Context: an optimization exercise on an open-source flow, tuned for small area, a short achievable clock period and few clock cycles per item. The choices shown serve that exercise and are no tape-out recipe.
Where RTL was checked, it was by simulation tests only, not by an equivalence proof against the original.
The RTL of run 1 was laid out without a check of its function.

==> flow/design.v (outline; a module is shown in full before it is edited, if it fits) <==
// module mul_tree: 2525 lines
// module mac_pipeline: 80 lines
// module nn_accel: 419 lines
module nn_accel (
    input  logic         clk_i,
    input  logic         rst_i,
    input  logic         cmd_strobe_i,
    input  logic [31:0]  cmd_addr_i,
    output logic         mem_req_strobe_o,
    output logic         mem_req_rw_o,
    output logic [31:0]  mem_req_addr_o,
    output logic [31:0]  mem_req_wdata_o,
    input  logic         mem_rsp_ready_i,
    input  logic [127:0] mem_rsp_line_i,
    output logic         done_o,
    output logic [31:0]  class_o
);
  // ...
==> flow/flow/run.sh <==
#!/bin/bash
set -euo pipefail
export SETUP_SLACK_MARGIN=8
export BUFFER_PORTS_ARGS="-buffer_cell sky130_fd_sc_hd__buf_4"
export CTS_ARGS="-sink_clustering_enable -repair_clock_nets -dont_use_dummy_load"
bash standard.sh > standard_flow.log 2>&1
==> flow/standard.sh <==
#!/bin/bash
# synth_recipe.tcl (not shown) runs the flow's synth.tcl, then flattens the netlist and writes it again
# the make line also repeats each setting of config.mk as NAME=value (left out here)
make -C /OpenROAD-flow-scripts/flow DESIGN_CONFIG=/design/flow/config.mk WORK_HOME=/design/flow/orfs CLKGATE_MAP_FILE= SYNTH_SCRIPT=/design/flow/synth_recipe.tcl "${@:-finish}"
==> flow/config.mk <==
export PLATFORM = sky130hd
export DESIGN_NAME = nn_accel
export DESIGN_NICKNAME = nn_accel
export VERILOG_FILES = /design/flow/design.v
export SDC_FILE = /design/flow/constraint.sdc
export NUM_CORES = 4
export LEC_CHECK = 0
export CAP_MARGIN = 20
export CORE_MARGIN = 2
export CORE_UTILIZATION = 55
export SLEW_MARGIN = 20
==> flow/constraint.sdc <==
create_clock -name core_clock -period 12.0 [get_ports {clk_i}]
set_input_delay 2.4000 -clock core_clock [delete_from_list [all_inputs] [get_ports {clk_i}]]
set_output_delay 2.4000 -clock core_clock [all_outputs]
set_load 0.01 [all_outputs]
==> key figures, run 1 <==
Logic synthesis
  – Post-synth top area cell: edfxtp_1
  – Synth Instances: approximately 7.6k
  – Ys flop type: edfxtp_1
  – Post-synth ARST share: 0%

Layout
  – Clock network area share: approximately 4.3%
  – NonClk Buf Share: just under 5%
  – Signal inverters: 438
  – Multi-In Gates: 5056
  – Fraction of area in multi-input gates: between 40% and 50%
  – Number of fill cells: ~13k
  – Commonest non-fill, non-tap cell in the layout: edfxtp_1
  – ANT cells: 4
  – FF/Latch Area: approximately 44000 µm²

Placed design
  – GPL Wtd Cong: around 0.90
  – Placed Cells incl. Taps: about 9.6k

STA
  – Max_slew headroom: between 10% and 20%
  – Slew @ Worst Pin: 1.19 ns
  – Tcrit/Tclk final: 33.3%
  – Setup ws final: between 7 and 8 ns

Worst setup path
  – Crit path cell chain: buf_12, a22oi_1, a41oi_2, ha_4, nor2b_2, o31a_1, o41ai_4, o21ai_4, a41oi_4, a21oi_4, o41ai_4, or4b_1, o211ai_1
  – Worst path required time: approximately 13 ns
  – Reg-to-reg startpoint: u_mac.s2_sel[5]
  – Startpoint types: flop

Drt
  – Metal3 WL: between 20 and 30 mm
  – Via density: roughly 6.4

GRT
  – Gr ovfl total: 0
  – Largest net degree at the start of global routing: approximately 130

Worst hold path
  – Worst hold path class: reg2reg
  – Hold worst-path end: u_mac.s2_first

Outcome
  – Status: complete, no violations

Clocking
  – Hold-fix buffer count after cts: 0

Die
  – Die area: 165000 µm²
==> module nn_accel, before the edit <==
module nn_accel (
    input  logic         clk_i,
    input  logic         rst_i,
    input  logic         cmd_strobe_i,
    input  logic [31:0]  cmd_addr_i,
    output logic         mem_req_strobe_o,
    output logic         mem_req_rw_o,
    output logic [31:0]  mem_req_addr_o,
    output logic [31:0]  mem_req_wdata_o,
    input  logic         mem_rsp_ready_i,
    input  logic [127:0] mem_rsp_line_i,
    output logic         done_o,
    output logic [31:0]  class_o
);
    localparam int K  = 8;
    localparam int KW = 3;
    localparam int FD = 3;         
    localparam int FW = 2;
    localparam logic [1:0] RK_LINE = 2'd0;
    localparam logic [1:0] RK_SIZ  = 2'd2;
    localparam logic [1:0] RK_WR   = 2'd3;
    localparam int MW = 1 + 1 + KW + 3 + 2 + 2 + 1 + 1;
    typedef enum logic [2:0] {
        F_IDLE, F_HDR, F_DESC, F_LINIT, F_GINIT, F_STEP, F_LWAIT, F_FIN
    } fstate_e;
    logic          strobe_q;
    logic          rw_q;
    logic [29:0]   addr_q;
    logic [31:0]   wdata_q;
    logic          pend_q;        
    logic [FD-1:0] arm_slot_q;    
    logic          arm_hdr_q;     
    logic          arm_siz_q;     
    logic          arm_last_q;    
    logic          pr_v;          
    logic [1:0]    pr_kind;
    logic          pr_last;
    logic [FD-1:0] pr_sl;         
    logic [FW:0]   credit_q;      
    logic [FW-1:0] rp_q;          
    logic          done_q;
    logic          idle_q;
    logic          accept;
    logic          issue;
    logic          pop;
    assign mem_req_strobe_o = strobe_q;
    assign mem_req_rw_o     = rw_q;
    assign mem_req_addr_o   = {addr_q, 2'b00};
    assign mem_req_wdata_o  = wdata_q;
    assign done_o           = done_q;
    assign accept = cmd_strobe_i && idle_q;
    assign issue  = pr_v && (!pend_q || mem_rsp_ready_i);
    fstate_e       fs_q;
    logic [6:0]    sz_q [4];
    logic [2:0]    nl_q;           
    logic [1:0]    l_q;            
    logic [6:0]    n_q;            
    logic [6:0]    m_q;            
    logic [6:0]    j0_q;           
    logic [3:0]    g_q;            
    logic [29:0]   p_q;            
    logic [29:0]   r0_q;           
    logic [29:0]   arow0_q;        
    logic [29:0]   a_q;            
    logic [29:0]   il_c;           
    logic signed [7:0] b_q;        
    logic          wpar_q;         
    logic          fst_q;          
    logic [KW-1:0] k_q;
    logic          item_in_q;      
    logic          fgp_q;          
    logic [1:0]    gtok_q;         
    logic [3:0]    gsz_q [2];      
    logic [1:0]    gval_q;         
    logic          last_layer;
    assign last_layer = ({1'b0, l_q} == nl_q - 3'd1);
    assign il_c       = p_q + {{22{b_q[7]}}, b_q};
    logic          wact_q;
    logic [KW-1:0] wk_q;           
    logic [3:0]    wg_q;
    logic [29:0]   wa_q;           
    logic [6:0]    wj_q;           
    logic          wprio_q;        
    logic [127:0]  slot_q  [FD];
    logic [MW-1:0] smeta_q [FD];
    logic [FD-1:0] sv_q;
    logic [FW-1:0] hp_q;
    logic [31:0]   win_q [8];
    logic          started_q;
    logic [1:0]    t_q;
    logic          cgp_q;          
    logic [3:0]    rows_done_q;
    logic          e0_v, e0_first, e0_last;
    logic [KW-1:0] e0_k;
    logic [31:0]   e0_x;
    logic [15:0]   e0_bone, e0_btwo, e0_bneg;
    logic [31:0]   op_w;
    logic [32:0]   op_we;
    logic [31:0]   acc_val;
    logic          row_done;
    logic          complete;
    logic [30:0]   best_q;
    logic [5:0]    bidx_q;
    logic          am_v_q;
    logic [5:0]    am_j_q;
    assign class_o = {26'd0, bidx_q};
    logic          f_req;          
    logic          f_adv;          
    logic          f_prep;         
    logic          w_go;           
    logic          w_lastg;        
    logic          step_end;
    logic          ginit_go;
    logic [6:0]    rem_c;
    logic [3:0]    gnew_c;
    logic [MW-1:0] meta_c;
    logic          c_ok_q, c_hf_q, c_hb_q, c_inok_q, c_lstep_q;
    logic [1:0]    c_tlo_q, c_thi_q;
    logic [2:0]    c_base_q;
    logic          c_upd_g, c_upd_s, c_upd_r;
    function automatic logic [13:0] cand_eval(input logic signed [7:0] b, input logic signed [8:0] nb,
                                              input logic [1:0] d, input logic wpar);
        logic signed [8:0] s, ns;
        logic ok, hf, hb, inok, lstep;
        logic [1:0] tlo, thi;
        s     = 9'(b) - 9'(d);
        ns    = nb + 9'(d);                  
        ok    = (s >= -9'sd3) && (ns >= 9'sd0);
        hf    = (s <= 9'sd0);
        hb    = (ns <= 9'sd3);
        tlo   = hf ? 2'(-s) : 2'd0;
        thi   = hb ? ns[1:0] : 2'd3;
        inok  = nb > 9'sd0;                  
        lstep = nb <= 9'sd0;                 
        cand_eval = {ok, hf, hb, tlo, thi, 3'({wpar, 2'b00} - {1'b0, d}), inok, lstep};
    endfunction
    logic signed [8:0] nb_q;                 
    logic signed [8:0] nb_g;
    logic [13:0] ce_g, ce_s, ce_r;
    assign nb_g = $signed({2'b00, n_q}) + $signed({7'd0, p_q[1:0]});
    assign ce_g = cand_eval(-$signed({6'd0, p_q[1:0]}), nb_g, r0_q[1:0] - p_q[1:0], 1'b0);
    assign ce_s = cand_eval(b_q + 8'sd4, nb_q - 9'sd4, arow0_q[1:0], !wpar_q);
    assign ce_r = cand_eval(b_q, nb_q, a_q[1:0] + n_q[1:0] + 2'd1, wpar_q);
    assign c_upd_g = ginit_go;
    assign c_upd_s = f_adv && !item_in_q && step_end;
    assign c_upd_r = f_adv && !item_in_q && !step_end;
    always_ff @(posedge clk_i) begin
        if (c_upd_g || c_upd_s || c_upd_r) begin
            {c_ok_q, c_hf_q, c_hb_q, c_tlo_q, c_thi_q, c_base_q, c_inok_q, c_lstep_q} <=
                c_upd_g ? ce_g : (c_upd_s ? ce_s : ce_r);
        end
    end
    assign rem_c    = m_q - j0_q;
    assign gnew_c   = (rem_c > 7'(K)) ? 4'(K) : rem_c[3:0];
    assign f_req    = item_in_q ? c_inok_q : c_ok_q;
    assign w_go     = !pr_v && wact_q && (wprio_q || !f_req || (credit_q == '0 && !pop) || fs_q != F_STEP);
    assign w_lastg  = ({1'b0, wk_q} == wg_q - 4'd1);
    assign f_prep   = (fs_q == F_STEP) && f_req && !pr_v && !w_go && (credit_q != '0 || pop);
    assign f_adv    = (fs_q == F_STEP) && (!f_req || f_prep);
    assign step_end = !item_in_q && ({1'b0, k_q} == g_q - 4'd1);
    assign ginit_go = (fs_q == F_GINIT) && gtok_q != 2'd2;
    assign meta_c   = item_in_q ? {fgp_q, 1'b0, KW'(0), wpar_q, 2'b00, 2'd0, 2'd0, 1'b0, 1'b0}
                                : {fgp_q, 1'b1, k_q, c_base_q, c_tlo_q, c_thi_q, c_hf_q, c_hb_q};
    always_ff @(posedge clk_i) begin
        if (rst_i) begin
            strobe_q   <= 1'b0;
            pend_q     <= 1'b0;
            arm_slot_q <= '0;
            arm_hdr_q  <= 1'b0;
            arm_siz_q  <= 1'b0;
            arm_last_q <= 1'b0;
            pr_v       <= 1'b0;
            done_q     <= 1'b0;
            idle_q     <= 1'b1;
            fs_q       <= F_IDLE;
            wact_q     <= 1'b0;
            am_v_q     <= 1'b0;
            gtok_q     <= 2'd0;
            fgp_q      <= 1'b0;
            wprio_q    <= 1'b0;
        end else begin
            strobe_q <= issue || accept;
            done_q   <= mem_rsp_ready_i && arm_last_q;
            if (issue || accept) begin
                pend_q     <= 1'b1;
                arm_slot_q <= '0;
                arm_hdr_q  <= accept;
                arm_siz_q  <= issue && pr_kind == RK_SIZ;
                arm_last_q <= issue && pr_kind == RK_WR && pr_last;
                arm_slot_q <= issue ? pr_sl : '0;
            end else if (mem_rsp_ready_i) begin
                pend_q     <= 1'b0;
                arm_slot_q <= '0;
                arm_hdr_q  <= 1'b0;
                arm_siz_q  <= 1'b0;
                arm_last_q <= 1'b0;
            end
            if (issue) pr_v <= 1'b0;
            if ((fs_q == F_HDR) || w_go || f_prep) pr_v <= 1'b1;
            if (accept) begin
                idle_q <= 1'b0;
                fs_q   <= F_HDR;
            end
            if (mem_rsp_ready_i && arm_last_q) begin
                idle_q <= 1'b1;
                fs_q   <= F_IDLE;
            end
            if (complete) wact_q <= 1'b1;
            if (w_go && w_lastg) wact_q <= 1'b0;
            if (w_go) wprio_q <= 1'b0;
            if (f_prep) wprio_q <= 1'b1;
            am_v_q <= w_go && last_layer;
            gtok_q <= gtok_q + 2'(ginit_go) - 2'(w_go && w_lastg);
            case (fs_q)
                F_HDR:   fs_q <= F_DESC;
                F_DESC:  if (!pr_v && !pend_q) fs_q <= F_LINIT;     
                F_LINIT: fs_q <= F_GINIT;
                F_GINIT: if (ginit_go) fs_q <= F_STEP;
                F_STEP: if (f_adv && step_end && c_lstep_q) begin
                    fgp_q <= !fgp_q;                               
                    fs_q  <= (j0_q + 7'(g_q) == m_q) ? F_LWAIT : F_GINIT;
                end
                F_LWAIT: if (gtok_q == 2'd0) fs_q <= last_layer ? F_FIN : F_LINIT;
                default: ;
            endcase
        end
    end
    always_ff @(posedge clk_i) begin
        if (accept) begin
            addr_q <= {cmd_addr_i[31:4], 2'b00};
            rw_q   <= 1'b0;
        end
        if (fs_q == F_HDR) begin                           
            addr_q  <= addr_q + 30'd4;
            pr_kind <= RK_SIZ;
            pr_last <= 1'b0;
        end
        if (w_go || fs_q == F_HDR) pr_sl <= '0;
        if (w_go) begin
            addr_q  <= wa_q;
            wdata_q <= acc_val;
            rw_q    <= 1'b1;
            pr_kind <= RK_WR;
            pr_last <= last_layer && (wj_q == m_q - 7'd1);
            wa_q    <= wa_q + 30'd1;
            wj_q    <= wj_q + 7'd1;
            wk_q    <= wk_q + 1'b1;
            am_j_q  <= wj_q[5:0];
        end
        if (complete) begin
            wk_q <= '0;
            wg_q <= gsz_q[cgp_q];
        end
        if (f_prep) begin
            addr_q  <= item_in_q ? {il_c[29:2], 2'b00} : {a_q[29:2], 2'b00};
            rw_q    <= 1'b0;
            pr_kind <= RK_LINE;
            pr_last <= 1'b0;
            for (int i = 0; i < FD; i++) pr_sl[i] <= (rp_q == FW'(i));
            smeta_q[rp_q] <= meta_c;
        end
        if (am_v_q) begin
            if (am_j_q == 6'd0 || wdata_q[30:0] > best_q) begin
                best_q <= wdata_q[30:0];
                bidx_q <= am_j_q;
            end
        end
        if (arm_hdr_q) begin
            p_q  <= mem_rsp_line_i[31:2];
            r0_q <= mem_rsp_line_i[63:34];
            nl_q <= mem_rsp_line_i[66:64];
        end
        if (arm_siz_q) begin
            for (int i = 0; i < 4; i++) sz_q[i] <= mem_rsp_line_i[32*i +: 7];
        end
        case (fs_q)
            F_DESC: l_q <= 2'd1;
            F_LINIT: begin
                n_q  <= sz_q[l_q - 2'd1];
                m_q  <= sz_q[l_q];
                j0_q <= 7'd0;
            end
            F_GINIT: if (ginit_go) begin
                if (j0_q == 7'd0) begin
                    wa_q <= p_q + 30'(n_q);
                    wj_q <= 7'd0;
                end
                g_q          <= gnew_c;
                gsz_q[fgp_q] <= gnew_c;
                b_q          <= -$signed({6'd0, p_q[1:0]});
                nb_q         <= nb_g;
                wpar_q       <= 1'b0;
                fst_q        <= 1'b1;
                arow0_q      <= r0_q - 30'(p_q[1:0]);
                a_q          <= r0_q - 30'(p_q[1:0]);
                k_q          <= '0;
                item_in_q    <= 1'b1;
            end
            F_STEP: if (f_adv) begin
                if (item_in_q) begin
                    item_in_q <= 1'b0;
                end else begin
                    if (fst_q) r0_q <= r0_q + 30'(n_q) + 30'd1;
                    if (step_end) begin
                        b_q       <= b_q + 8'sd4;
                        nb_q      <= nb_q - 9'sd4;
                        wpar_q    <= !wpar_q;
                        fst_q     <= 1'b0;
                        arow0_q   <= arow0_q + 30'd4;
                        a_q       <= arow0_q + 30'd4;
                        k_q       <= '0;
                        item_in_q <= 1'b1;
                        if (c_lstep_q) j0_q <= j0_q + 7'(g_q);
                    end else begin
                        k_q <= k_q + 1'b1;
                        a_q <= a_q + 30'(n_q) + 30'd1;
                    end
                end
            end
            F_LWAIT: if (gtok_q == 2'd0 && !last_layer) begin
                p_q <= p_q + 30'(n_q);
                l_q <= l_q + 2'd1;
            end
            default: ;
        endcase
    end
    logic [127:0]    hline;
    logic [MW-1:0]   hmeta;
    logic            htag, htype;
    logic [KW-1:0]   hk;
    logic [2:0]      hbase;
    logic [1:0]      htlo, hthi;
    logic            hhf, hhb;
    logic [1:0]      tcur;
    logic            hok;
    logic            op_v;
    assign hline = slot_q[hp_q];
    assign hmeta = smeta_q[hp_q];
    assign {htag, htype, hk, hbase, htlo, hthi, hhf, hhb} = hmeta;
    assign tcur  = started_q ? t_q : htlo;
    assign hok   = sv_q[hp_q] && (!htype || (htag == cgp_q && (!wact_q || hk < wk_q)));
    assign op_v  = hok && htype;
    assign pop   = hok && (!htype || tcur == hthi);
    assign complete = gval_q[cgp_q] && rows_done_q == gsz_q[cgp_q] && !wact_q;
    always_ff @(posedge clk_i) begin
        for (int i = 0; i < FD; i++) begin
            if (arm_slot_q[i]) slot_q[i] <= mem_rsp_line_i;    
        end
        if (sv_q[hp_q] && !htype) begin
            for (int j = 0; j < 4; j++) win_q[{hbase[2], 2'(j)}] <= hline[32*j +: 32];
        end
        if (op_v) t_q <= tcur + 2'd1;
    end
    always_ff @(posedge clk_i) begin
        if (rst_i) begin
            sv_q        <= '0;
            rp_q        <= '0;
            hp_q        <= '0;
            credit_q    <= (FW+1)'(FD);
            started_q   <= 1'b0;
            cgp_q       <= 1'b0;
            gval_q      <= 2'b00;
            rows_done_q <= 4'd0;
        end else begin
            for (int i = 0; i < FD; i++) begin
                if (mem_rsp_ready_i && arm_slot_q[i]) sv_q[i] <= 1'b1;
            end
            if (pop) begin
                sv_q[hp_q] <= 1'b0;
                hp_q       <= (hp_q == FW'(FD-1)) ? '0 : hp_q + 1'b1;
            end
            if (f_prep && !item_in_q || f_prep && item_in_q) begin
                rp_q <= (rp_q == FW'(FD-1)) ? '0 : rp_q + 1'b1;
            end
            credit_q <= credit_q + (FW+1)'(pop) - (FW+1)'(f_prep);
            if (op_v) started_q <= !pop;
            if (ginit_go) gval_q[fgp_q] <= 1'b1;
            if (complete) begin
                gval_q[cgp_q] <= 1'b0;
                cgp_q         <= !cgp_q;
                rows_done_q   <= 4'd0;
            end else if (row_done) begin
                rows_done_q   <= rows_done_q + 4'd1;
            end
        end
    end
    assign op_w  = hline[32*tcur +: 32];
    assign op_we = {op_w, 1'b0};
    always_ff @(posedge clk_i) begin
        if (rst_i) e0_v <= 1'b0;
        else       e0_v <= op_v;
    end
    always_ff @(posedge clk_i) begin
        e0_k     <= hk;
        e0_first <= hhf && !started_q;
        e0_last  <= hhb && tcur == hthi;
        for (int i = 0; i < 16; i++) begin     
            e0_bone[i] <= op_we[2*i+1] ^ op_we[2*i];
            e0_btwo[i] <= (op_we[2*i+2] & ~op_we[2*i+1] & ~op_we[2*i]) | (~op_we[2*i+2] & op_we[2*i+1] & op_we[2*i]);
            e0_bneg[i] <= op_we[2*i+2] & ~(op_we[2*i+1] & op_we[2*i]);
        end
        e0_x     <= (hhb && tcur == hthi) ? 32'h0001_0000 : win_q[hbase + 3'(tcur)];
    end
    mac_pipeline #(.K(K), .KW(KW)) u_mac (
        .clk_i      (clk_i),
        .rst_i      (rst_i),
        .op_valid_i (e0_v),
        .op_first_i (e0_first),
        .op_last_i  (e0_last),
        .op_k_i     (e0_k),
        .op_x_i     (e0_x),
        .op_bone_i  (e0_bone),
        .op_btwo_i  (e0_btwo),
        .op_bneg_i  (e0_bneg),
        .rd_k_i     (wk_q),
        .rd_val_o   (acc_val),
        .row_done_o (row_done)
    );
endmodule
==> run 2, diff against run 1 <==
--- a/flow/design.v
+++ b/flow/design.v
@@ -2657,7 +2657,11 @@
     assign mem_req_wdata_o  = wdata_q;
     assign done_o           = done_q;
     assign accept = cmd_strobe_i && idle_q;
-    assign issue  = pr_v && (!pend_q || mem_rsp_ready_i);
+    logic          new_prep;
+    logic [1:0]    iss_kind;
+    logic [FD-1:0] iss_sl;
+    logic          iss_last;
+    assign issue  = (pr_v || new_prep) && (!pend_q || mem_rsp_ready_i);
     fstate_e       fs_q;
     logic [6:0]    sz_q [4];
     logic [2:0]    nl_q;           
@@ -2769,6 +2773,17 @@
     assign ginit_go = (fs_q == F_GINIT) && gtok_q != 2'd2;
     assign meta_c   = item_in_q ? {fgp_q, 1'b0, KW'(0), wpar_q, 2'b00, 2'd0, 2'd0, 1'b0, 1'b0}
                                 : {fgp_q, 1'b1, k_q, c_base_q, c_tlo_q, c_thi_q, c_hf_q, c_hb_q};
+    assign new_prep = w_go || f_prep;
+    always_comb begin
+        iss_kind = pr_kind;
+        iss_sl   = pr_sl;
+        iss_last = pr_last;
+        if (!pr_v) begin
+            iss_kind = w_go ? RK_WR : RK_LINE;
+            iss_last = w_go && last_layer && (wj_q == m_q - 7'd1);
+            for (int i = 0; i < FD; i++) iss_sl[i] = f_prep && (rp_q == FW'(i));
+        end
+    end
     always_ff @(posedge clk_i) begin
         if (rst_i) begin
             strobe_q   <= 1'b0;
@@ -2791,11 +2806,10 @@
             done_q   <= mem_rsp_ready_i && arm_last_q;
             if (issue || accept) begin
                 pend_q     <= 1'b1;
-                arm_slot_q <= '0;
                 arm_hdr_q  <= accept;
-                arm_siz_q  <= issue && pr_kind == RK_SIZ;
-                arm_last_q <= issue && pr_kind == RK_WR && pr_last;
-                arm_slot_q <= issue ? pr_sl : '0;
+                arm_siz_q  <= issue && iss_kind == RK_SIZ;
+                arm_last_q <= issue && iss_kind == RK_WR && iss_last;
+                arm_slot_q <= issue ? iss_sl : '0;
             end else if (mem_rsp_ready_i) begin
                 pend_q     <= 1'b0;
                 arm_slot_q <= '0;
@@ -2803,8 +2817,8 @@
                 arm_siz_q  <= 1'b0;
                 arm_last_q <= 1'b0;
             end
+            if ((fs_q == F_HDR) || new_prep) pr_v <= 1'b1;
             if (issue) pr_v <= 1'b0;
-            if ((fs_q == F_HDR) || w_go || f_prep) pr_v <= 1'b1;
             if (accept) begin
                 idle_q <= 1'b0;
                 fs_q   <= F_HDR;
==> run 2 against run 1 <==
Critical path depth grew 2. Die area shrank 0.36%. Core utilization shrank 0.35 points. Non-clock buffer count shrank 33. Sequential share of layout area grew 0.32 points. Global-route usage grew 1.4 points. Clock skew grew 0.020 ns. Critical endpoint is now u_mac.acc_q[0][30]. Highest routed layer unchanged.
==> key figures, run 2 <==
Logic synthesis
  – Distinct cell type count after synthesis: 95 (was 99)
  – Count leader, synth: edfxtp_1 (unchanged)
  – Commonest cells post-synth: edfxtp_1, a22oi_1, nand2_1 (was edfxtp_1, a22oi_1, xnor2_1)
  – Seq/Total Area, Yosys: 49.7% (was 49.5%)
  – Yosys Warn Count: 5 (unchanged)
  – Number of flops mapped to enable cells by yosys: 1212 (unchanged)
  – Area contributors post-synth: edfxtp_1, fa_1, dfxtp_1, a22oi_1, xnor2_1 (unchanged)
  – Post-synth ARST share: 0% (unchanged)
  – Post-synth top area cell: edfxtp_1 (unchanged)
  – Ys flop type: edfxtp_1 (unchanged)
  – Yosys reg bits: 1589 (unchanged)
  – Syn Std Cell Area: 88400 µm² (was 88700 µm²)
  – Post-Syn Area per Cell: 11.7 µm² (about the same)
  – Share of the synthesized area in the top cell type: 41.2% (was 41.0%)
  – Synth Instances: 7564 (was 7600)

Clocking
  – CTS H-tree lvls: 4 (unchanged)
  – CTS Buf Count: 169 (unchanged)
  – CTS Sinks: 1589 (unchanged)
  – Max Root-Sink Buffers: 3 (unchanged)
  – Clock-pin slew on the worst setup and hold paths: 0.05 ns (about the same)
  – Worst skew pair latency: 0.85 ns (was 0.83 ns)
  – Clk Tree Root Cell: clkbuf_16 (unchanged)
  – CTS tree: built (unchanged)

Layout
  – Max reg flops: 384 (unchanged)
  – Most flops, register: slot_q (unchanged)
  – Final Util: 61.6% (was 61.9%)
  – Share of cells above drive strength 1: 12.6% (was 12.9%)
  – Fin area: 98500 µm² (was 99300 µm²)
  – Area Growth Syn to Fin: 11.4% (was 11.9%)
  – NumNets Final: 8520 (was 8589)
  – Commonest non-fill, non-tap cell in the layout: edfxtp_1 (unchanged)
  – Most frequent cells in the layout: edfxtp_1, a22oi_1, nand2_1 (was edfxtp_1, a22oi_1, xnor2_1)

GRT
  – Total GRT Usage: 33.7% (was 32.4%)
  – Vias in the first global route: 62.2k (was 62.0k)
  – Gr ovfl total: 0 (unchanged)
  – Antenna violations before repair: 6 (was 14)
  – Largest net degree at the start of global routing: 74 (was 129)
  – First-pass GRT wire length: 407 mm (was 397 mm)

Worst setup path
  – Crit. Startpoint: u_mac.s2_sel[5] (unchanged)
  – Critical Path AT: 4.51 ns (was 4.52 ns)
  – CP max FO: 8 (was 14)
  – Reg-to-reg startpoint: u_mac.s2_sel[5] (unchanged)
  – Worst path required time: 12.55 ns (was 12.52 ns)
  – CP endpoint kind: flop (unchanged)
  – Startpoint types: flop (unchanged)
  – WS Path Type: reg2reg (unchanged)

Die
  – # IOs: 263 (unchanged)
  – Chip height: 405 µm (was 406 µm)
  – Initial Util: 55.3% (about the same)
  – Die area: 164000 µm² (was 165000 µm²)
  – Core Area: 160000 µm² (about the same)
  – Num rows: 147 (unchanged)
  – Chip width: 405 µm (was 406 µm)

Drt
  – Via density: 6.44 (was 6.42)
  – Drt pass-1 iters: 8 (was 7)
  – # DRC: 0 (unchanged)
  – Via count: 62.9k (was 63.6k)
  – Detailed Route WL: 282 mm (was 276 mm)
  – Drt wl/cell: 28.9 µm (was 27.8 µm)
  – Initial drt markers: 6802 (was 7367)
  – Final ANT Viol Nets: 0 (unchanged)

STA
  – Final setup viols: 0 (unchanged)
  – Tcrit/Tclk final: 33.0% (was 33.3%)
  – Final count of hold timing violations: 0 (unchanged)
  – Highest clock rate: 252 MHz (was 250 MHz)
  – Post-route setup TNS: 0 ns (unchanged)
  – Slew @ Worst Pin: 1.30 ns (was 1.19 ns)
  – Minimum clock period: 3.96 ns (was 4.00 ns)
  – Worst Skew: 0.120 ns (was 0.0997 ns)
  – Setup ws final: 8.04 ns (was 8.00 ns)
  – Max_slew headroom: 13.3% (was 20.0%)
  – Pins Over Slew Limit: 0 (unchanged)
  – Unrepaired setup endpoints after global routing: yes (unchanged)

Placed design
  – Buffers on Ports: 229 (unchanged)
  – DP Area: 92100 µm² (was 92400 µm²)
  – Pre-CTS WS: 6.16 ns (was 6.46 ns)
  – Detail Placement HPWL: 187 mm (was 176 mm)
  – GPL Wtd Cong: 0.920 (was 0.901)

Run
  – MaxCap Viol Count: 0 (unchanged)

Worst hold path
  – Worst hold path class: reg2reg (unchanged)
  – HP Start: e0_k[0] (was u_mac.s1_first)

Outcome
  – Status: complete, no violations (unchanged)
## run 2: cell type report
class / instances / area [µm²]
antenna: 8 / 20.0
tap: 2086 / 2610
inverter: 426 / 1630
sequential: 1589 / 44100
timing repair buffer: 462 / 4360
clock buffer: 169 / 4230
fill: 12800 / 61500
multi-input combinational: 5032 / 41600
## run 2: layer usage
metal  part of all wire (%)  vias up  wire length, µm  global-route usage (%)
li1                       -    27700                -                       -
met1                     38    31300           108000                    42.2
met2                     47     3067           132000                    55.4
met3                    8.0      839            22600                    5.81
met4                    7.0        6            19600                    19.5
met5                  0.015        -               43                       0
## run 2: kinds of logic (layout without fill, tap and decap cells)
| logic type | count (synthesis) | count (layout) | share of synthesized area [%] |
|---|---|---|---|
| AO/OA/AOI/OAI | 1835 | 1835 | 14.3 |
| XOR/XNOR | 791 | 791 | 7.84 |
| adder cells (fa/ha/maj) | 676 | 676 | 12.8 |
| buffers and inverters | 971 | 1057 | 4.28 |
| flip-flops | 1589 | 1589 | 49.7 |
| multiplexers | 202 | 202 | 3.29 |
| other | 1 | 37 | 0.00424 |
| AND/OR/NAND/NOR | 1499 | 1499 | 7.77 |
## run 2: final timing paths
| path | endpoint | slack [ns] | depth (start not counted) |
|---|---|---|---|
| worst min-delay path | u_mac.s1_k[0] | 0.31 | 0 |
| worst max register to register | u_mac.acc_q[0][30] | 8.04 | 15 |
| worst min register to register | u_mac.s1_k[0] | 0.31 | 0 |
| worst max-delay path | u_mac.acc_q[0][30] | 8.04 | 15 |
## run 2: repair_timing
action,in CTS,in global routing
resized for setup,165,118
hold endpoints to repair,0,0
setup buffers,17,45
gates cloned,4,6
pin swaps,13,22
setup endpoints to repair,556,162
hold buffers,0,0
## run 2: worst max-delay path, cell delays in order, from the launching register on
cell and delay, ns:
dfxtp_4 0.35, buf_12 0.15, buf_16 0.16, a22oi_2 0.16, a41oi_2 0.13, ha_2 0.26
fa_2 0.42, a211oi_2 0.22, o21a_1 0.21, or3_4 0.20, nand3_4 0.09, o21a_4 0.24
o2111a_1 0.25, o21a_1 0.20, o21a_2 0.23, o311ai_4 0.41
## run 2: through the flow
| step | cells | hold slack (ns) |
|---|---|---|
| after floorplan | 7592 | 0.310 |
| after global placement | 9520 | 0.310 |
| after detailed placement | 9521 | 0.312 |
| after CTS | 9711 | 0.313 |
| after global routing | 9764 | 0.317 |
| final | 9772 | 0.313 |
Testbench counts of run 2, summed over its fixed seeds: cycles 89,877, inferences 48.
==> run 3, diff against run 2 <==
==> flow/flow/run.sh (replaced) <==
#!/bin/bash
set -euo pipefail
export SETUP_SLACK_MARGIN=8
export BUFFER_PORTS_ARGS="-buffer_cell sky130_fd_sc_hd__buf_4"
export CTS_ARGS="-sink_clustering_enable -repair_clock_nets -dont_use_dummy_load -sink_clustering_size 30 -sink_clustering_max_diameter 100"
bash standard.sh > standard_flow.log 2>&1
==> run 3 against run 2 <==
Core utilization decreased by 1.5 points. Still clean. Global-route usage decreased by 0.32 points. Maximum frequency decreased by 0.28%. Clock-buffer cell count decreased by 103. Via count decreased by 0.80%. Sequential cell count unchanged. Critical path depth decreased by 7. Sequential share of layout area increased by 1.1 points.
==> key figures, run 3 <==
Placed design
  – GPL Wtd Cong: 0.920 (unchanged)
  – Detail Placement HPWL: 187 mm (unchanged)
  – Pre-CTS WS: 6.16 ns (unchanged)
  – Buffers on Ports: 229 (unchanged)
  – DP Area: 92100 µm² (unchanged)

Drt
  – Final ANT Viol Nets: 0 (unchanged)
  – Detailed Route WL: 281 mm (was 282 mm)
  – Met1 WL: 107 mm (was 108 mm)
  – Highest routed layer: met5 (unchanged)
  – WL met2: 133 mm (was 132 mm)
  – Via density: 6.46 (was 6.44)
  – Metal3 WL: 23.3 mm (was 22.6 mm)
  – Via count: 62.4k (was 62.9k)
  – # DRC: 0 (unchanged)
  – Drt wl/cell: 29.1 µm (was 28.9 µm)
  – Initial drt markers: 6780 (was 6802)
  – Drt pass-1 iters: 9 (was 8)

STA
  – Final setup viols: 0 (unchanged)
  – Pins Over Slew Limit: 0 (unchanged)
  – Final count of hold timing violations: 0 (unchanged)
  – Minimum clock period: 3.97 ns (was 3.96 ns)
  – Worst Skew: 0.0817 ns (was 0.120 ns)
  – Post-route setup TNS: 0 ns (unchanged)
  – Highest clock rate: 252 MHz (about the same)
  – Max_slew headroom: 8.29% (was 13.3%)
  – Unrepaired setup endpoints after global routing: yes (unchanged)
  – Slew @ Worst Pin: 1.38 ns (was 1.30 ns)
  – Setup ws final: 8.03 ns (was 8.04 ns)
  – Tcrit/Tclk final: 33.1% (was 33.0%)

Logic synthesis
  – Synth Instances: 7564 (unchanged)
  – Ys flop type: edfxtp_1 (unchanged)
  – Yosys reg bits: 1589 (unchanged)
  – Distinct cell type count after synthesis: 95 (unchanged)
  – Number of flops mapped to enable cells by yosys: 1212 (unchanged)
  – Post-synth top area cell: edfxtp_1 (unchanged)
  – Seq/Total Area, Yosys: 49.7% (unchanged)
  – Commonest cells post-synth: edfxtp_1, a22oi_1, nand2_1 (unchanged)
  – Share of the synthesized area in the top cell type: 41.2% (unchanged)
  – Yosys Warn Count: 5 (unchanged)
  – Syn Std Cell Area: 88400 µm² (unchanged)
  – Post-Syn Area per Cell: 11.7 µm² (unchanged)
  – Area contributors post-synth: edfxtp_1, fa_1, dfxtp_1, a22oi_1, xnor2_1 (unchanged)
  – Count leader, synth: edfxtp_1 (unchanged)
  – Post-synth ARST share: 0% (unchanged)

Clocking
  – Clock-pin slew on the worst setup and hold paths: 0.11 ns (was 0.05 ns)
  – CTS H-tree lvls: 3 (was 4)
  – CTS Buf Count: 66 (was 169)
  – CTS Sinks: 1589 (unchanged)
  – Clk Tree Root Cell: clkbuf_16 (unchanged)
  – Worst skew pair latency: 0.74 ns (was 0.85 ns)
  – Hold-fix buffer count after cts: 0 (unchanged)
  – Max Root-Sink Buffers: 3 (unchanged)
  – CTS tree: built (unchanged)

Worst setup path
  – Startpoint types: flop (unchanged)
  – Reg-to-reg startpoint: wk_q[0] (was u_mac.s2_sel[5])
  – CP endpoint: wdata_q[17] (was u_mac.acc_q[0][30])
  – Worst path required time: 12.41 ns (was 12.55 ns)
  – CP endpoint kind: flop (unchanged)
  – Worst Reg-to-Reg Cells: 8 (was 15)
  – Crit. Startpoint: wk_q[0] (was u_mac.s2_sel[5])
  – Critical Path AT: 4.39 ns (was 4.51 ns)
  – CP max FO: 32 (was 8)
  – Reg2Reg Setup Slack: 8.03 ns (was 8.04 ns)
  – Reg2reg end: wdata_q[17] (was u_mac.acc_q[0][30])
  – WS Path Type: reg2reg (unchanged)

Die
  – Num rows: 147 (unchanged)
  – Chip height: 405 µm (unchanged)
  – Die area: 164000 µm² (unchanged)
  – Initial Util: 55.3% (unchanged)
  – # IOs: 263 (unchanged)
  – Core Area: 160000 µm² (unchanged)
  – Chip width: 405 µm (unchanged)

Layout
  – Area Growth Syn to Fin: 8.70% (was 11.4%)
  – Most frequent cells in the layout: edfxtp_1, a22oi_1, nand2_1 (unchanged)
  – Fin area: 96100 µm² (was 98500 µm²)
  – NumNets Final: 8419 (was 8520)
  – Most flops, register: slot_q (unchanged)
  – Commonest non-fill, non-tap cell in the layout: edfxtp_1 (unchanged)
  – Max reg flops: 384 (unchanged)
  – Share of cells above drive strength 1: 11.5% (was 12.6%)

GRT
  – Antenna violations before repair: 8 (was 6)
  – Gr ovfl total: 0 (unchanged)
  – First-pass GRT wire length: 404 mm (was 407 mm)
  – Largest net degree at the start of global routing: 74 (unchanged)
  – Vias in the first global route: 61.3k (was 62.2k)
  – Total GRT Usage: 33.4% (was 33.7%)

Run
  – MaxCap Viol Count: 0 (unchanged)

Worst hold path
  – Worst hold path class: reg2reg (unchanged)

Outcome
  – Status: complete, no violations (unchanged)
==> run 3: cells by family after synthesis <==
logic type,count (synthesis),share of synthesized area [%]
flip-flops,1589,49.7
other,1,0.00424
adder cells (fa/ha/maj),676,12.8
AO/OA/AOI/OAI,1835,14.3
multiplexers,202,3.29
AND/OR/NAND/NOR,1499,7.77
XOR/XNOR,791,7.84
buffers and inverters,971,4.28
==> run 3: layout make-up <==
class | instances | area [µm²]
diodes | 2 | 5.00
clock buffers | 66 | 1650
fillers | 13000 | 63900
inverters | 426 | 1630
multi-input cells | 5032 | 41700
flip-flops and latches | 1589 | 44100
well taps | 2086 | 2610
repair buffers | 464 | 4500
==> run 3: how the worst min path moves through the flow <==
stage	start	cells past startpoint	slack [ns]	end
CTS	e0_k[0]	0	0.29	u_mac.s1_k[0]
finish	e0_k[0]	0	0.29	u_mac.s1_k[0]
global route	e0_k[0]	0	0.30	u_mac.s1_k[0]
detailed placement	e0_first	0	0.31	u_mac.s1_first
floorplan	e0_first	0	0.31	u_mac.s1_first
global placement	u_mac.s1_first	0	0.31	u_mac.s2_first
==> run 3: routing by layer <==
layer / vias up / track usage (%)
li1: 27400 / -
met1: 31200 / 42.2
met2: 3063 / 55.6
met3: 754 / 4.95
met4: 8 / 18.3
met5: - / 0.0595
==> run 3: critical path, cell delays in order, from the launching register on <==
cell and delay (ns):
dfxtp_1 0.37, inv_1 0.22, ha_1 0.71, and2_1 0.22, buf_4 0.45, nor2_2 0.08, buf_4 0.33, mux2_4 0.56
nor2_1 0.70
==> run 3: through the flow <==
stage | util, % | hold WS, ns | std cells
after CTS | 59.2 | 0.293 | 9609
after global routing | 60.1 | 0.300 | 9663
after detailed placement | 57.6 | 0.312 | 9521
final | 60.1 | 0.290 | 9665
after global placement | 57.6 | 0.310 | 9520
after floorplan | - | 0.310 | 7592
==> run 3: timing repair <==
action,4_1_cts,5_1_grt
gates resized for setup,160,153
pin swaps,19,24
endpoints found under the setup margin,578,209
cloned,4,7
setup buffers,18,46
==> run 4, diff against run 3 <==
==> flow/flow/run.sh (replaced) <==
#!/bin/bash
set -euo pipefail
export SETUP_SLACK_MARGIN=8
export BUFFER_PORTS_ARGS="-buffer_cell sky130_fd_sc_hd__buf_4"
export CTS_ARGS="-sink_clustering_enable -repair_clock_nets -dont_use_dummy_load -sink_clustering_size 20 -sink_clustering_max_diameter 100"
bash standard.sh > standard_flow.log 2>&1
==> run 4 against run 3 <==
Final area rose by 0.68%. Core utilization rose by 0.41 points. Die area did not move. Hold slack improved by 0.039 ns.
==> key figures, run 4 <==
Worst hold path
  – Worst hold path stage count: 0 (unchanged)
  – Worst hold path class: reg2reg (unchanged)
  – HP Start: e0_k[0] (unchanged)
  – Hold worst-path end: u_mac.s1_k[0] (unchanged)

Worst setup path
  – CP endpoint kind: flop (unchanged)
  – Critical Path Max Stage Delay: 0.55 ns (was 0.71 ns)
  – Most used cell, CP: o21a_1 (was buf_4)
  – WS Path Type: reg2reg (unchanged)
  – Critical Path AT: 4.45 ns (was 4.39 ns)
  – Slowest CP cell: buf_4 (was ha_1)
  – Crit path cell chain: buf_4, a41oi_2, ha_2, fa_2, a211oi_2, o21a_1, or3_4, nand3_4, o21a_4, o2111a_1, o21a_1, o21a_2, o311ai_4 (was inv_1, ha_1, and2_1, buf_4, nor2_2, buf_4, mux2_4, nor2_1)
  – Startpoint types: flop (unchanged)
  – Reg2Reg Setup Slack: 8.04 ns (was 8.03 ns)
  – Worst Reg-to-Reg Cells: 13 (was 8)
  – Worst path required time: 12.49 ns (was 12.41 ns)
  – Reg-to-reg startpoint: u_mac.s2_first (was wk_q[0])
  – CP max FO: 32 (unchanged)
  – Reg2reg end: u_mac.acc_q[4][30] (was wdata_q[17])

Die
  – Initial Util: 55.3% (unchanged)
  – Num rows: 147 (unchanged)
  – # IOs: 263 (unchanged)
  – Chip height: 405 µm (unchanged)
  – Die area: 164000 µm² (unchanged)
  – Core Area: 160000 µm² (unchanged)
  – Chip width: 405 µm (unchanged)

Clocking
  – CTS Buf Count: 92 (was 66)
  – CTS H-tree lvls: 3 (unchanged)
  – CTS tree: built (unchanged)
  – CTS Sinks: 1589 (unchanged)
  – Clk Tree Root Cell: clkbuf_16 (unchanged)
  – Worst skew pair latency: 0.77 ns (was 0.74 ns)
  – Max Root-Sink Buffers: 3 (unchanged)
  – Clock-pin slew on the worst setup and hold paths: 0.08 ns (was 0.11 ns)

GRT
  – Antenna violations before repair: 8 (unchanged)
  – Gr ovfl total: 0 (unchanged)
  – First-pass GRT wire length: 405 mm (was 404 mm)
  – Vias in the first global route: 61.4k (was 61.3k)
  – Largest net degree at the start of global routing: 74 (unchanged)
  – Total GRT Usage: 33.5% (was 33.4%)

STA
  – Pins Over Slew Limit: 0 (unchanged)
  – Max_slew headroom: 14.2% (was 8.29%)
  – Post-route setup TNS: 0 ns (unchanged)
  – Worst Skew: 0.128 ns (was 0.0817 ns)
  – Minimum clock period: 3.96 ns (was 3.97 ns)
  – Highest clock rate: 252 MHz (about the same)
  – Slew @ Worst Pin: 1.29 ns (was 1.38 ns)
  – Unrepaired setup endpoints after global routing: yes (unchanged)
  – Final count of hold timing violations: 0 (unchanged)
  – WHS: 0.329 ns (was 0.290 ns)
  – Tcrit/Tclk final: 33.0% (was 33.1%)
  – Final setup viols: 0 (unchanged)

Layout
  – Most flops, register: slot_q (unchanged)
  – Fin area: 96800 µm² (was 96100 µm²)
  – Most frequent cells in the layout: edfxtp_1, a22oi_1, nand2_1 (unchanged)
  – NumNets Final: 8445 (was 8419)
  – Share of cells above drive strength 1: 11.8% (was 11.5%)
  – Number of fill cells: 12.9k (was 13.0k)
  – Commonest non-fill, non-tap cell in the layout: edfxtp_1 (unchanged)
  – Layout Cells excl Fill: 9693 (was 9665)
  – Area Growth Syn to Fin: 9.44% (was 8.70%)
  – Max reg flops: 384 (unchanged)

Placed design
  – DP Area: 92100 µm² (unchanged)
  – Placed Cells incl. Taps: 9521 (unchanged)
  – Buffers on Ports: 229 (unchanged)
  – Detail Placement HPWL: 187 mm (unchanged)
  – GPL Wtd Cong: 0.920 (unchanged)

Logic synthesis
  – Area contributors post-synth: edfxtp_1, fa_1, dfxtp_1, a22oi_1, xnor2_1 (unchanged)
  – Count leader, synth: edfxtp_1 (unchanged)
  – Synth Instances: 7564 (unchanged)
  – Ys flop type: edfxtp_1 (unchanged)
  – Post-synth top area cell: edfxtp_1 (unchanged)
  – Share of the synthesized area in the top cell type: 41.2% (unchanged)
  – Syn Std Cell Area: 88400 µm² (unchanged)
  – Yosys reg bits: 1589 (unchanged)
  – Post-Syn Area per Cell: 11.7 µm² (unchanged)
  – Commonest cells post-synth: edfxtp_1, a22oi_1, nand2_1 (unchanged)
  – Distinct cell type count after synthesis: 95 (unchanged)
  – Number of flops mapped to enable cells by yosys: 1212 (unchanged)
  – Post-synth ARST share: 0% (unchanged)
  – Yosys Warn Count: 5 (unchanged)
  – Seq/Total Area, Yosys: 49.7% (unchanged)

Drt
  – Detailed Route WL: 282 mm (was 281 mm)
  – Via density: 6.46 (about the same)
  – Drt pass-1 iters: 10 (was 9)
  – Initial drt markers: 6833 (was 6780)
  – Drt wl/cell: 29.1 µm (about the same)
  – # DRC: 0 (unchanged)
  – Via count: 62.6k (was 62.4k)
  – Final ANT Viol Nets: 0 (unchanged)

Outcome
  – Status: complete, no violations (unchanged)

Run
  – MaxCap Viol Count: 0 (unchanged)
run 4: kinds of logic (layout without fill, tap and decap cells):
| logic type | after synthesis | after routing | share of synthesized area [%] |
|---|---|---|---|
| flip-flops | 1589 | 1589 | 49.7 |
| AO/OA/AOI/OAI | 1835 | 1835 | 14.3 |
| XOR/XNOR | 791 | 791 | 7.84 |
| multiplexers | 202 | 202 | 3.29 |
| adder cells (fa/ha/maj) | 676 | 676 | 12.8 |
| buffers and inverters | 971 | 982 | 4.28 |
| AND/OR/NAND/NOR | 1499 | 1499 | 7.77 |
| other | 1 | 33 | 0.00424 |
run 4: what timing repair did:
action / 4_1_cts / 5_1_grt
hold buffers: 0 / 0
setup endpoints to repair: 577 / 218
setup buffers: 16 / 47
gates cloned: 4 / 8
gates resized for setup: 156 / 152
pin swaps: 19 / 25
run 4: critical path, delay by kind of cell, from the launching register on:
family,cells,cell delay (ns)
AOI/OAI and AO/OA,8,1.84
adders and majority gates,2,0.67
buffers and inverters,1,0.55
DFF,1,0.34
and+or+nand+nor,2,0.28
run 4: area by class of cell:
type	instances	area, µm²	area share [%]
Clock buffer	92	2300	2.38
Antenna cell	4	10.0	0.0103
Inverter	426	1630	1.68
Tap cell	2086	2610	2.70
Timing Repair Buffer	464	4480	4.63
Sequential cell	1589	44100	45.5
Multi-Input combinational cell	5032	41700	43.1
run 4: worst max path at each step:
stage | startpoint | to | slack [ns] | depth (start not counted)
2_1_floorplan | flop | smeta_q[1][0] | 8.01 | 10
3_3_place_gp | flop | c_base_q[2] | 6.28 | 12
3_5_place_dp | flop | c_base_q[1] | 6.16 | 12
4_1_cts | flop | credit_q[2] | 8.00 | 18
5_1_grt | u_mac.s2_sel[7] | u_mac.acc_q[1][30] | 7.93 | 14
6_report | u_mac.s2_first | u_mac.acc_q[4][30] | 8.04 | 13
run 4: routing by layer:
metal	part of all wire (%)	track usage (%)	vias to the layer above
met4	6.5	18.2	6
met3	8.2	5.18	744
li1	-	-	27500
met1	38	42.1	31300
met2	47	55.8	3066
met5	0.013	0	-
run 4: stage by stage:
stage	worst slack, ns	util, %
after floorplan	8.01	-
after global placement	6.28	57.6
after detailed placement	6.16	57.6
after CTS	8.00	59.6
after global routing	7.93	60.5
final	8.04	60.5
==> run 5, diff against run 4 <==
--- a/flow/design.v
+++ b/flow/design.v
@@ -2644,7 +2644,13 @@
     logic [1:0]    pr_kind;
     logic          pr_last;
     logic [FD-1:0] pr_sl;         
-    logic [FW:0]   credit_q;      
+    logic signed [FW+1:0] credit_q;   
+    logic          f_can;         
+    logic          spec_use;      
+    logic          sm_pend_q;     
+    logic [MW-1:0] sm_q;
+    logic [FW-1:0] sm_sl_q;
+    logic          spec;          
     logic [FW-1:0] rp_q;          
     logic          done_q;
     logic          idle_q;
@@ -2765,9 +2771,10 @@
     assign rem_c    = m_q - j0_q;
     assign gnew_c   = (rem_c > 7'(K)) ? 4'(K) : rem_c[3:0];
     assign f_req    = item_in_q ? c_inok_q : c_ok_q;
-    assign w_go     = !pr_v && wact_q && (wprio_q || !f_req || (credit_q == '0 && !pop) || fs_q != F_STEP);
+    assign w_go     = !pr_v && wact_q && (wprio_q || !f_req || !f_can || fs_q != F_STEP);
     assign w_lastg  = ({1'b0, wk_q} == wg_q - 4'd1);
-    assign f_prep   = (fs_q == F_STEP) && f_req && !pr_v && !w_go && (credit_q != '0 || pop);
+    assign f_can    = (credit_q > 0) || (credit_q == 0 && (pop || spec));
+    assign f_prep   = (fs_q == F_STEP) && f_req && !pr_v && !w_go && f_can;
     assign f_adv    = (fs_q == F_STEP) && (!f_req || f_prep);
     assign step_end = !item_in_q && ({1'b0, k_q} == g_q - 4'd1);
     assign ginit_go = (fs_q == F_GINIT) && gtok_q != 2'd2;
@@ -2879,7 +2886,14 @@
             pr_kind <= RK_LINE;
             pr_last <= 1'b0;
             for (int i = 0; i < FD; i++) pr_sl[i] <= (rp_q == FW'(i));
-            smeta_q[rp_q] <= meta_c;
+            if (!spec_use) smeta_q[rp_q] <= meta_c;    
+        end
+        if (spec_use) begin
+            sm_q    <= meta_c;
+            sm_sl_q <= rp_q;
+        end
+        if (sm_pend_q) begin
+            smeta_q[sm_sl_q] <= sm_q;                  
         end
         if (am_v_q) begin
             if (am_j_q == 6'd0 || wdata_q[30:0] > best_q) begin
@@ -2963,10 +2977,16 @@
     assign hok   = sv_q[hp_q] && (!htype || (htag == cgp_q && (!wact_q || hk < wk_q)));
     assign op_v  = hok && htype;
     assign pop   = hok && (!htype || tcur == hthi);
+    assign spec  = credit_q == 0 && op_v && (hthi - tcur == 2'd1);
+    assign spec_use = f_prep && credit_q == 0 && !pop;
+    always_ff @(posedge clk_i) begin
+        if (rst_i) sm_pend_q <= 1'b0;
+        else       sm_pend_q <= spec_use;
+    end
     assign complete = gval_q[cgp_q] && rows_done_q == gsz_q[cgp_q] && !wact_q;
     always_ff @(posedge clk_i) begin
         for (int i = 0; i < FD; i++) begin
-            if (arm_slot_q[i]) slot_q[i] <= mem_rsp_line_i;    
+            if (arm_slot_q[i] && !sv_q[i]) slot_q[i] <= mem_rsp_line_i;    
         end
         if (sv_q[hp_q] && !htype) begin
             for (int j = 0; j < 4; j++) win_q[{hbase[2], 2'(j)}] <= hline[32*j +: 32];
@@ -2978,7 +2998,7 @@
             sv_q        <= '0;
             rp_q        <= '0;
             hp_q        <= '0;
-            credit_q    <= (FW+1)'(FD);
+            credit_q    <= (FW+2)'(FD);
             started_q   <= 1'b0;
             cgp_q       <= 1'b0;
             gval_q      <= 2'b00;
@@ -2994,7 +3014,7 @@
             if (f_prep && !item_in_q || f_prep && item_in_q) begin
                 rp_q <= (rp_q == FW'(FD-1)) ? '0 : rp_q + 1'b1;
             end
-            credit_q <= credit_q + (FW+1)'(pop) - (FW+1)'(f_prep);
+            credit_q <= credit_q + (FW+2)'(pop) - (FW+2)'(f_prep);
             if (op_v) started_q <= !pop;
             if (ginit_go) gval_q[fgp_q] <= 1'b1;
             if (complete) begin
==> flow/flow/run.sh (replaced) <==
#!/bin/bash
set -euo pipefail
export SETUP_SLACK_MARGIN=8
export BUFFER_PORTS_ARGS="-buffer_cell sky130_fd_sc_hd__buf_4"
export CTS_ARGS="-sink_clustering_enable -repair_clock_nets -dont_use_dummy_load"
bash standard.sh > standard_flow.log 2>&1
--- a/flow/config.mk
+++ b/flow/config.mk
@@ -8,4 +8,5 @@
 export CAP_MARGIN = 20
 export CORE_MARGIN = 2
 export CORE_UTILIZATION = 55
+export PLACE_DENSITY = 0.75
 export SLEW_MARGIN = 20
==> run 5 against run 4 <==
Still clean on timing, DRC and antenna. Synthesized cell count grew 2.3%. Final cell count rose by 3.0%. Critical path depth is 1 lower. Register-to-register slack got worse by 0.12 ns. Critical path type unchanged.
==> key figures, run 5 <==
Logic synthesis
  – Count leader, synth: edfxtp_1 (unchanged)
  – Syn Std Cell Area: 90100 µm² (was 88400 µm²)
  – Ys flop type: edfxtp_1 (unchanged)
  – Post-synth ARST share: 0% (unchanged)
  – Synth Instances: 7737 (was 7564)
  – Commonest cells post-synth: edfxtp_1, a22oi_1, xnor2_1 (was edfxtp_1, a22oi_1, nand2_1)
  – Post-synth top area cell: edfxtp_1 (unchanged)
  – Post-Syn Area per Cell: 11.7 µm² (about the same)
  – Number of flops mapped to enable cells by yosys: 1228 (was 1212)
  – Yosys reg bits: 1607 (was 1589)
  – Seq/Total Area, Yosys: 49.3% (was 49.7%)
  – Distinct cell type count after synthesis: 93 (was 95)
  – Area contributors post-synth: edfxtp_1, fa_1, dfxtp_1, a22oi_1, xnor2_1 (unchanged)
  – Share of the synthesized area in the top cell type: 40.9% (was 41.2%)
  – Yosys Warn Count: 5 (unchanged)

Drt
  – Via density: 6.54 (was 6.46)
  – Drt pass-1 iters: 11 (was 10)
  – Final ANT Viol Nets: 0 (unchanged)
  – Via count: 65.3k (was 62.6k)
  – # DRC: 0 (unchanged)
  – Detailed Route WL: 262 mm (was 282 mm)
  – Drt wl/cell: 26.2 µm (was 29.1 µm)
  – Initial drt markers: 8843 (was 6833)

STA
  – Setup ws final: 7.91 ns (was 8.04 ns)
  – Final setup viols: 0 (unchanged)
  – Pins Over Slew Limit: 0 (unchanged)
  – Slew @ Worst Pin: 1.14 ns (was 1.29 ns)
  – Tcrit/Tclk final: 34.0% (was 33.0%)
  – Worst Skew: 0.0955 ns (was 0.128 ns)
  – Minimum clock period: 4.09 ns (was 3.96 ns)
  – Max_slew headroom: 23.8% (was 14.2%)
  – Final count of hold timing violations: 0 (unchanged)
  – Highest clock rate: 245 MHz (was 252 MHz)
  – Unrepaired setup endpoints after global routing: yes (unchanged)
  – Post-route setup TNS: 0 ns (unchanged)

Clocking
  – Clk Tree Root Cell: clkbuf_16 (unchanged)
  – Worst skew pair latency: 0.84 ns (was 0.77 ns)
  – CTS tree: built (unchanged)
  – Clock-pin slew on the worst setup and hold paths: 0.06 ns (was 0.08 ns)
  – Max Root-Sink Buffers: 3 (unchanged)
  – CTS Sinks: 1607 (was 1589)
  – CTS Buf Count: 166 (was 92)
  – CTS H-tree lvls: 4 (was 3)
  – Hold-fix buffer count after cts: 0 (unchanged)

GRT
  – Gr ovfl total: 0 (unchanged)
  – Largest net degree at the start of global routing: 149 (was 74)
  – Antenna violations before repair: 19 (was 8)
  – Total GRT Usage: 30.4% (was 33.5%)
  – First-pass GRT wire length: 389 mm (was 405 mm)
  – Vias in the first global route: 64.8k (was 61.4k)

Layout
  – Number of fill cells: 12.3k (was 12.9k)
  – Commonest non-fill, non-tap cell in the layout: edfxtp_1 (unchanged)
  – Fin area: 99800 µm² (was 96800 µm²)
  – Most flops, register: slot_q (unchanged)
  – Max reg flops: 384 (unchanged)
  – FF/Latch Area: 44600 µm² (was 44100 µm²)
  – Area of the multi-input gates: 42500 µm² (was 41700 µm²)
  – NumNets Final: 8654 (was 8445)
  – Share of cells above drive strength 1: 12.0% (was 11.8%)
  – Most frequent cells in the layout: edfxtp_1, a22oi_1, xnor2_1 (was edfxtp_1, a22oi_1, nand2_1)
  – Area Growth Syn to Fin: 10.7% (was 9.44%)

Worst setup path
  – Critical Path AT: 4.71 ns (was 4.45 ns)
  – WS Path Type: reg2reg (unchanged)
  – CP endpoint kind: flop (unchanged)
  – Worst path required time: 12.62 ns (was 12.49 ns)
  – Worst Reg-to-Reg Cells: 12 (was 13)
  – Startpoint types: flop (unchanged)
  – CP max FO: 16 (was 32)

Die
  – Die area: 167000 µm² (was 164000 µm²)
  – Chip width: 409 µm (was 405 µm)
  – Core Area: 163000 µm² (was 160000 µm²)
  – Initial Util: 55.4% (was 55.3%)
  – Num rows: 148 (was 147)
  – # IOs: 263 (unchanged)
  – Chip height: 409 µm (was 405 µm)

Placed design
  – Detail Placement HPWL: 168 mm (was 187 mm)
  – Buffers on Ports: 229 (unchanged)
  – DP Area: 93800 µm² (was 92100 µm²)
  – Pre-CTS WS: 6.98 ns (was 6.16 ns)
  – GPL Wtd Cong: 0.904 (was 0.920)

Run
  – MaxCap Viol Count: 0 (unchanged)

Worst hold path
  – Worst hold path stage count: 0 (unchanged)
  – Worst hold path class: reg2reg (unchanged)

Outcome
  – Status: complete, no violations (unchanged)
==> run 5: changes by cell type in the layout (fill, tap and decap cells not counted), sizes merged, moves of 36 or more <==
cell    previous run  this run
a211oi            42        86
a21oi            352       421
clkbuf           102       169
inv              422       458
mux2i             75       117
nand2            505       435
xor2             313       268
==> run 5: final timing paths <==
| kind | startpoint | to | slack (ns) |
|---|---|---|---|
| worst max-delay path | e0_btwo[2] | u_mac.s1_c16[0] | 7.91 |
| worst min-delay path | u_mac.s1_first | u_mac.s2_first | 0.33 |
| worst max register to register | e0_btwo[2] | u_mac.s1_c16[0] | 7.91 |
| worst min register to register | u_mac.s1_first | u_mac.s2_first | 0.33 |
==> run 5: kinds of logic (layout without fill, tap and decap cells) <==
| group | after synthesis | in the layout | share of synthesized area, % |
|---|---|---|---|
| compound gates | 1902 | 1902 | 14.5 |
| xor+xnor | 761 | 761 | 7.39 |
| fa+ha+maj | 681 | 681 | 12.6 |
| buf+inv | 1022 | 1063 | 4.41 |
| flops | 1607 | 1607 | 49.3 |
| mux | 274 | 274 | 4.06 |
| other cells | 1 | 33 | 0.00416 |
| simple gates | 1489 | 1490 | 7.68 |
==> run 5: through the flow <==
step / std cells / hold WS (ns) / utilization (%)
3_3_place_gp: 9748 / 0.312 / 57.6
5_1_grt: 9983 / 0.327 / 61.3
3_5_place_dp: 9749 / 0.313 / 57.6
4_1_cts: 9966 / 0.326 / 61.0
6_report: 9986 / 0.326 / 61.3
2_1_floorplan: 7765 / 0.310 / -
==> run 5: final cells by class <==
| type | count | share of cell area (%) |
|---|---|---|
| flip-flops and latches | 1607 | 44.7 |
| multi-input cells | 5137 | 42.6 |
| clock buffers | 166 | 4.16 |
| repair buffers | 436 | 4.08 |
| well taps | 2175 | 2.73 |
| inverters | 459 | 1.76 |
| repair inverters | 2 | 0.0175 |
| diodes | 4 | 0.0100 |
==> run 5: timing repair <==
item	4_1_cts	5_1_grt
endpoints found under the setup margin	485	244
cloned	13	2
pin swaps	16	12
resized for setup	150	83
setup buffers	38	14
==> run 5: worst max-delay path: stages (launching register included) <==
cell and delay (ns):
dfxtp_2 0.40, buf_12 0.18, a22oi_2 0.09, xor2_1 0.16, fa_1 0.57, inv_1 0.06
fa_2 0.57, fa_1 0.45, fa_1 0.49, ha_1 0.31, a211o_1 0.31, o2111ai_2 0.22
o21ai_2 0.13
==> run 5: per-layer routing <==
| metal | vias up | track usage (%) | part of all wire, % | wire, µm |
|---|---|---|---|---|
| met5 | - | 0 | 0.059 | 154 |
| met4 | 22 | 16.6 | 6.1 | 15900 |
| met3 | 855 | 7.23 | 11 | 29900 |
| met2 | 4176 | 47.5 | 46 | 120000 |
| met1 | 32000 | 39.3 | 37 | 96100 |
| li1 | 28300 | - | - | - |
Testbench counts of run 5, summed over its fixed seeds: cycles 89,033, inferences 48.
==> run 6, diff against run 5 <==
--- a/flow/config.mk
+++ b/flow/config.mk
@@ -8,5 +8,4 @@
 export CAP_MARGIN = 20
 export CORE_MARGIN = 2
 export CORE_UTILIZATION = 55
-export PLACE_DENSITY = 0.75
 export SLEW_MARGIN = 20
==> run 6 against run 5 <==
Sequential share of layout area down 0.32 points. Register-to-register slack better by 0.16 ns. Final area up 0.68%. Non-clock buffer count up 25. Area after synthesis unchanged. Maximum frequency up 2.9%. Critical endpoint is now mem_req_addr_o[19].
==> key figures, run 6 <==
Die
  – Num rows: 148 (unchanged)
  – # IOs: 263 (unchanged)
  – Core Area: 163000 µm² (unchanged)
  – Die area: 167000 µm² (unchanged)

Worst hold path
  – Hold worst-path end: u_mac.s2_first (unchanged)
  – HP Start: u_mac.s1_first (unchanged)

Clocking
  – CTS Sinks: 1607 (unchanged)
  – Clock-pin slew on the worst setup and hold paths: 0.05 ns (was 0.06 ns)
  – CTS Buf Count: 169 (was 166)
  – CTS H-tree lvls: 4 (unchanged)
  – CTS tree: built (unchanged)

Logic synthesis
  – Distinct cell type count after synthesis: 93 (unchanged)
  – Syn Std Cell Area: 90100 µm² (unchanged)
  – Synth Instances: 7737 (unchanged)
  – Seq/Total Area, Yosys: 49.3% (unchanged)
  – Area contributors post-synth: edfxtp_1, fa_1, dfxtp_1, a22oi_1, xnor2_1 (unchanged)
  – Post-Syn Area per Cell: 11.7 µm² (unchanged)
  – Yosys Warn Count: 5 (unchanged)
  – Yosys reg bits: 1607 (unchanged)
  – Post-synth ARST share: 0% (unchanged)
  – Ys flop type: edfxtp_1 (unchanged)

Worst setup path
  – CP max FO: 5 (was 16)
  – CP endpoint kind: primary output (was flop)
  – Critical Path Max Stage Delay: 0.56 ns (was 0.57 ns)
  – Slowest CP cell: edfxtp_1 (was fa_1)
  – Crit path cell chain: buf_6 (was buf_12, a22oi_2, xor2_1, fa_1, inv_1, fa_2, fa_1, fa_1, ha_1, a211o_1, o2111ai_2, o21ai_2)

Placed design
  – Buffers on Ports: 229 (unchanged)

Run
  – MaxCap Viol Count: 0 (unchanged)

Drt
  – Final ANT Viol Nets: 0 (unchanged)
  – # DRC: 0 (unchanged)
  – Initial drt markers: 6849 (was 8843)
  – Drt wl/cell: 27.1 µm (was 26.2 µm)
  – Via density: 6.35 (was 6.54)

STA
  – Unrepaired setup endpoints after global routing: yes (unchanged)
  – Tcrit/Tclk final: 33.1% (was 34.0%)
  – Max_slew headroom: 21.4% (was 23.8%)
  – Post-route setup TNS: 0 ns (unchanged)
  – Slew @ Worst Pin: 1.17 ns (was 1.14 ns)
  – Minimum clock period: 3.97 ns (was 4.09 ns)

Outcome
  – Status: complete, no violations (unchanged)

Layout
  – Most frequent cells in the layout: edfxtp_1, a22oi_1, xnor2_1 (unchanged)
  – Max reg flops: 384 (unchanged)
  – Final Util: 61.7% (was 61.3%)
  – Area Growth Syn to Fin: 11.5% (was 10.7%)
  – Most flops, register: slot_q (unchanged)

GRT
  – Antenna violations before repair: 23 (was 19)
  – Total GRT Usage: 31.9% (was 30.4%)
  – Vias in the first global route: 62.4k (was 64.8k)
-- run 6: cell counts after synthesis --
No cell type changed its count.
-- run 6: worst max path at each step --
| stage | from | endpoint | slack, ns |
|---|---|---|---|
| 2_1_floorplan | flop | sm_q[0] | 7.67 |
| 3_3_place_gp | flop | smeta_q[1][0] | 6.70 |
| 3_5_place_dp | flop | smeta_q[1][0] | 6.64 |
| 4_1_cts | u_mac.s2_sel[1] | u_mac.acc_q[0][30] | 7.98 |
| 5_1_grt | u_mac.s1_c16[0] | u_mac.s2_p[30] | 7.95 |
| 6_report | addr_q[17] | mem_req_addr_o[19] | 8.03 |
-- run 6: routing by layer --
layer,wire (µm),global-route usage [%],up-vias
li1,-,-,28300
met5,221,0,-
met4,14200,14.9,34
met2,123000,49.3,2882
met1,111000,43.3,31700
met3,22800,6.49,617
-- run 6: cells by family (layout without fill, tap and decap cells) --
logic type,after synthesis,count (layout),synth area share (%)
AND/OR/NAND/NOR,1489,1489,7.68
flip-flops,1607,1607,49.3
buffers and inverters,1022,1091,4.41
XOR/XNOR,761,761,7.39
other,1,35,0.00416
AO/OA/AOI/OAI,1902,1902,14.5
multiplexers,274,274,4.06
adder cells (fa/ha/maj),681,681,12.6
-- run 6: through the flow --
stage	setup WS (ns)	instance area (µm²)	hold WS, ns	cells
after global placement	6.70	94000	0.310	9771
after detailed placement	6.64	94000	0.312	9771
final	8.03	100000	0.326	10000
after CTS	7.98	99500	0.325	9974
after global routing	7.95	100000	0.335	10000
after floorplan	7.67	90500	0.310	7765
-- run 6: timing repair --
item                                    in CTS  in global routing
resized for setup                          188                142
gates cloned                                12                  4
hold buffers                                 0                  0
endpoints found under the setup margin     559                265
buffers inserted                            22                 30
pin swaps                                   12                 36
-- run 6: cell type report --
class | count | area, µm²
inverters | 459 | 1760
fillers | 12800 | 62300
repair buffers | 461 | 4460
diodes | 6 | 15.0
repair inverters | 2 | 17.5
well taps | 2175 | 2720
flip-flops and latches | 1607 | 44600
multi-input cells | 5136 | 42700
clock buffers | 169 | 4230

==> separate check: timing with driven ports <==
Ports are ideal in the flow. The routed layouts listed here were re-timed in OpenROAD. Step 1 assumes that a clkbuf_16 drives the clock port and a buf_2 every other input. Step 2 moves the port delays by t, midway between the first and last clock arrival at a register: inputs arrive t later, outputs are due t later. That takes back most of the time a late clock gives input paths. Slacks: ideal / step 1 / step 2; pairs: ideal / step 1.
run | t, ns | setup WS [ns] | hold WS [ns] | worst slew at a driven data input, ns
run 1 | 0.871 | 7.999 / 7.981 / 7.514 | 0.315 / 0.315 / 0.315 | 0.19
run 2 | 0.871 | 8.036 / 7.983 / 8.036 | 0.313 / 0.313 / 0.313 | 0.19
run 3 | 0.783 | 8.025 / 8.025 / 8.025 | 0.290 / 0.290 / 0.290 | 0.20
run 4 | 0.794 | 8.038 / 8.038 / 8.016 | 0.329 / 0.329 / 0.329 | 0.20
run 5 | 0.866 | 7.914 / 7.914 / 7.914 | 0.326 / 0.326 / 0.326 | 0.25
run 6 | 0.856 | 8.029 / 7.940 / 7.890 | 0.326 / 0.326 / 0.326 | 0.25
After both steps setup and hold are still met in every run listed. The setup slack of run 1, which loses most, moves by -0.018 ns with the drivers and by -0.485 ns with both steps.
